Context: an optimization exercise on an open-source flow, tuned for small area, a short achievable clock period and few clock cycles per item. The choices shown serve that exercise and are no tape-out recipe. RTL that was checked went through simulation tests only; none was proved equivalent to the original.

Setup of v7:
## fp_mul_rr_sched
module fp_mul_rr_sched #(
  parameter int NEXP  = 8,
  parameter int NSIG  = 23,
  parameter int NREQ  = 4,
  parameter int IDW   = $clog2(NREQ),
  parameter int NFLAG = 6
) (
  input  logic                           clk,
  input  logic                           rst_n,
  input  logic [NREQ-1:0]                req_valid,
  output logic [NREQ-1:0]                req_ready,
  input  logic [NREQ*(NEXP+NSIG+1)-1:0]  req_a,
  input  logic [NREQ*(NEXP+NSIG+1)-1:0]  req_b,
  input  logic [NREQ*3-1:0]              req_rnd,
  output logic                           rsp_valid,
  input  logic                           rsp_ready,
  output logic [NEXP+NSIG:0]             rsp_p,
  output logic [NFLAG-1:0]               rsp_flags,
  output logic [IDW-1:0]                 rsp_id,
  output logic                           busy
);
Size: about 2600 cells after synthesis, about 24000 um2 of cells after synthesis.
export LEC_CHECK = 0
export CAP_MARGIN = 20
export CORE_MARGIN = 2
export CORE_UTILIZATION = 60
export SLEW_MARGIN = 20
export SYNTH_HIERARCHICAL = 1
create_clock -name core_clock -period 18.0 [get_ports {clk}]
standard.sh (not shown) runs the stock make flow with config.mk's settings and CLKGATE_MAP_FILE= SYNTH_SCRIPT=/design/flow/synth_recipe.tcl, a recipe that flattens the netlist after the stock synthesis.
==> flow/flow/run.sh <==
#!/bin/bash
# Standard ORFS layout (the standard.sh), with plain buffers on the ports
# instead of the delay cells buffer_ports picks by default, and with timing
# repair asked to keep a setup margin, so that it works on the paths that set
# the achieved period rather than stopping once the 18 ns clock is met.
set -euo pipefail
export BUFFER_PORTS_ARGS="-buffer_cell sky130_fd_sc_hd__buf_1"
export SETUP_SLACK_MARGIN=10
bash standard.sh finish > standard_flow.log 2>&1
Testbench counts of v7, summed over its fixed seeds: cycles 14,682, items 12,800.
For v20, these inputs were changed with respect to v7:
--- a/flow/design.v
+++ b/flow/design.v
@@ -85,24 +85,23 @@
       ptrOh <= ptrNext;
       s1Oh  <= predOh;
       room  <= !((adv2 ? take : v2) && (adv3 ? v2 : rsp_valid));
     end
   end
   logic [W-1:0]   s1A, s1B;
-  logic           s1Rnd, s1HidA, s1HidB;
+  logic           s1Rnd;
   logic [W-1:0]   s1In_a, s1In_b;
-  logic           s1In_r, s1In_ha, s1In_hb;
-  localparam int SW = 2 * W + 3;
+  logic           s1In_r;
+  localparam int SW = 2 * W + 1;
   logic [SW-1:0]   selIn [NREQ];
   logic [SW-1:0]   selOut;
   logic [NREQ-1:0] predN;
   assign predN = ~predOh;
   always_comb begin
     for (int i = 0; i < NREQ; i++)
-      selIn[i] = {req_a[i*W +: W], req_b[i*W +: W], req_rnd[i*3 +: 3] == 3'b100,
-                  |req_a[i*W + NSIG +: NEXP], |req_b[i*W + NSIG +: NEXP]};
+      selIn[i] = {req_a[i*W +: W], req_b[i*W +: W], req_rnd[i*3 +: 3] == 3'b100};
   end
   if (NREQ == 4) begin : gSel4
     for (genvar g = 0; g < SW; g++) begin : gBit
       logic h01, h23;
       mxi uLo (.a(selIn[0][g]), .b(selIn[1][g]), .sn(predN[0]), .s(predN[1]), .y(h01));
       mxi uHi (.a(selIn[2][g]), .b(selIn[3][g]), .sn(predN[2]), .s(predN[3]), .y(h23));
@@ -111,19 +110,17 @@
   end else begin : gSelN
     always_comb begin
       selOut = '0;
       for (int i = 0; i < NREQ; i++) selOut |= selIn[i] & {SW{predOh[i]}};
     end
   end
-  assign {s1In_a, s1In_b, s1In_r, s1In_ha, s1In_hb} = selOut;
+  assign {s1In_a, s1In_b, s1In_r} = selOut;
   always_ff @(posedge clk) begin
     s1A    <= s1In_a;
     s1B    <= s1In_b;
     s1Rnd  <= s1In_r;
-    s1HidA <= s1In_ha;
-    s1HidB <= s1In_hb;
     s1Id   <= predIdx;
     s1Mask <= predMask;
   end
   logic [NEXP-1:0] expA, expB;
   logic [NSIG-1:0] fracA, fracB;
   logic            nanA, nanB, infA, infB, zeroA, zeroB, subA, subB;
@@ -141,13 +138,13 @@
   assign nanA  = (&expA) & (|fracA);
   assign nanB  = (&expB) & (|fracB);
   assign infA  = (&expA) & ~(|fracA);
   assign infB  = (&expB) & ~(|fracB);
   assign zeroA = subA & ~(|fracA);
   assign zeroB = subB & ~(|fracB);
-  mul24 uMul (.a({s1HidA, fracA}), .b({s1HidB, fracB}), .p(prod));
+  mul24 uMul (.a({~subA, fracA}), .b({~subB, fracB}), .p(prod));
   always_comb begin
     lzA = 5'd24;
     for (int i = 0; i < NSIG; i++) if (fracA[i]) lzA = 5'(NSIG - i);
     if (!subA) lzA = 5'd0;
     lzB = 5'd24;
     for (int i = 0; i < NSIG; i++) if (fracB[i]) lzB = 5'(NSIG - i);
Count of port buffers added during placement came out exactly the same in v20 and v7. Looking at v20 and v7, the total setup violations reported at the end of the flow is a wash. The run showing the smaller horizontal extent of the die is v20. Any difference in final-layout clock-cell area share between v7 and v20 is small enough to ignore. Going from v7 to v20, the post-synthesis share of cell area spent on full adders, half adders and majority gates was found to have gone up by 0.36 points.
Only the layout flow was run in v20; the RTL was not checked for function there.

========
fp_mul_rr_sched, a different RTL version from the one above (not shown whole).
Size in the first run: ~2,600 cells after synthesis, about 190 flip-flops, roughly 25,000 um2 of cells after synthesis.
Design fp_mul_rr_sched, start of the top module:
module fp_mul_rr_sched #(
  parameter int NEXP  = 8,
  parameter int NSIG  = 23,
  parameter int NREQ  = 4,
  parameter int IDW   = $clog2(NREQ),
  parameter int NFLAG = 6
) (
  input  logic                           clk,
  input  logic                           rst_n,
  input  logic [NREQ-1:0]                req_valid,
  output logic [NREQ-1:0]                req_ready,
  input  logic [NREQ*(NEXP+NSIG+1)-1:0]  req_a,
  input  logic [NREQ*(NEXP+NSIG+1)-1:0]  req_b,
  input  logic [NREQ*3-1:0]              req_rnd,
  output logic                           rsp_valid,
  input  logic                           rsp_ready,
  output logic [NEXP+NSIG:0]             rsp_p,
  output logic [NFLAG-1:0]               rsp_flags,
  output logic [IDW-1:0]                 rsp_id,
  output logic                           busy
);
clock: 18.0 ns
lec_check: 0
cap_margin: 20
core_margin: 2
core_utilization: 40
slew_margin: 20
synth_hierarchical: 1
==> flow/flow/run.sh <==
#!/bin/bash
# Standard ORFS layout (the standard.sh), with plain buffers on the ports
# instead of the delay cells buffer_ports picks by default.
set -euo pipefail
export BUFFER_PORTS_ARGS="-buffer_cell sky130_fd_sc_hd__buf_1"
bash standard.sh finish > standard_flow.log 2>&1
Then changed:
--- a/flow/design.v
+++ b/flow/design.v
@@ -63,34 +63,44 @@
       if (adv3) rsp_valid <= v2;
       if (take) ptrOh <= s1Oh;
       s1Ok  <= predOk;
       room  <= !((adv2 ? take : v2) && (adv3 ? v2 : rsp_valid));
     end
   end
   logic [W-1:0]   s1A, s1B;
   logic           s1Rnd, s1HidA, s1HidB;
   logic [W-1:0]   s1In_a, s1In_b;
   logic           s1In_r, s1In_ha, s1In_hb;
+  localparam int SW = 2 * W + 3;
+  logic [SW-1:0]   selIn [NREQ];
+  logic [SW-1:0]   selOut;
+  logic [NREQ-1:0] predN;
+  assign predN = ~predOh;
   always_comb begin
-    logic [W-1:0] a, b;
-    logic [2:0]   r;
-    logic         ha, hb;
-    a = '0; b = '0; r = '0; ha = 1'b0; hb = 1'b0;
-    for (int i = 0; i < NREQ; i++) begin
-      a  |= req_a[i*W +: W] & {W{predOh[i]}};
-      b  |= req_b[i*W +: W] & {W{predOh[i]}};
-      r  |= req_rnd[i*3 +: 3] & {3{predOh[i]}};
-      ha |= (|req_a[i*W + NSIG +: NEXP]) & predOh[i];
-      hb |= (|req_b[i*W + NSIG +: NEXP]) & predOh[i];
+    for (int i = 0; i < NREQ; i++)
+      selIn[i] = {req_a[i*W +: W], req_b[i*W +: W], req_rnd[i*3 +: 3] == 3'b100,
+                  |req_a[i*W + NSIG +: NEXP], |req_b[i*W + NSIG +: NEXP]};
+  end
+  if (NREQ == 4) begin : gSel4
+    for (genvar g = 0; g < SW; g++) begin : gBit
+      logic h01, h23;
+      mxi uLo (.a(selIn[0][g]), .b(selIn[1][g]), .sn(predN[0]), .s(predN[1]), .y(h01));
+      mxi uHi (.a(selIn[2][g]), .b(selIn[3][g]), .sn(predN[2]), .s(predN[3]), .y(h23));
+      assign selOut[g] = ~(h01 | h23);
+    end
+  end else begin : gSelN
+    always_comb begin
+      selOut = '0;
+      for (int i = 0; i < NREQ; i++) selOut |= selIn[i] & {SW{predOh[i]}};
     end
-    s1In_a = a; s1In_b = b; s1In_r = (r == 3'b100); s1In_ha = ha; s1In_hb = hb;
   end
+  assign {s1In_a, s1In_b, s1In_r, s1In_ha, s1In_hb} = selOut;
   always_ff @(posedge clk) begin
     s1A    <= s1In_a;
     s1B    <= s1In_b;
     s1Rnd  <= s1In_r;
     s1HidA <= s1In_ha;
     s1HidB <= s1In_hb;
     s1Id   <= predIdx;
     s1Oh   <= predOh;
   end
   logic [NEXP-1:0] expA, expB;
After rerunning: Worst setup slack improves by 0.13 ns. Global-route usage is lower by 0.30 points. Non-clock buffer count does not change. Critical path depth is higher by 2. Cell area is lower by 1.1%. Sequential share of layout area is higher by 0.18 points. First-iteration DRC count is higher by 0.93%. Final cell count is lower by 0.56%. Die area is lower by 1.7%. Synthesized area is lower by 1.7%. Via count is lower by 0.74%. Utilization is higher by 0.42 points. Flip-flop and latch count does not change.
Testbench counts after the change, summed over its fixed seeds: cycles 14,682, items 12,800.
The RTL of the first run of this note was laid out without a check of its function.

==> static timing again, ports no longer ideal <==
The flow's constraints put no driver on any port. The routed layouts listed below were extracted and timed again, unchanged, in two steps. Step 1 (the two cells are an assumption about what drives the block):
set clk [get_ports {clk}]
set_driving_cell -lib_cell sky130_fd_sc_hd__clkbuf_16 $clk
set_driving_cell -lib_cell sky130_fd_sc_hd__buf_2 [delete_from_list [all_inputs] $clk]
Step 2, shift: input delay + t, output delay - t, t = (earliest + latest rising clock arrival at the registers) / 2. This alone moves slack from input paths to output paths. a / b / c = ideal ports / drivers / drivers and shift; a / b = the first two.
| run | t, ns | slack for setup (ns) | hold WS [ns] | worst setup path after step 2 | pins driven straight from the clock port |
|---|---|---|---|---|---|
| v7 | 0.523 | 10.021 / 9.980 / 9.980 | 0.416 / 0.416 / 0.416 | input to output | 1 |
| v20 | 0.517 | 9.881 / 9.837 / 9.837 | 0.421 / 0.421 / 0.421 | input to output | 1 |
| the first run of note 2 | 0.546 | 9.437 / 9.410 / 9.410 | 0.422 / 0.422 / 0.422 | input to output | 1 |
| the second run of note 2 | 0.540 | 9.562 / 9.529 / 9.529 | 0.409 / 0.409 / 0.409 | input to output | 1 |
After both steps every run listed still meets setup and hold. The setup slack of v20, which loses most, moves by -0.044 ns with the drivers and by -0.044 ns with both steps.
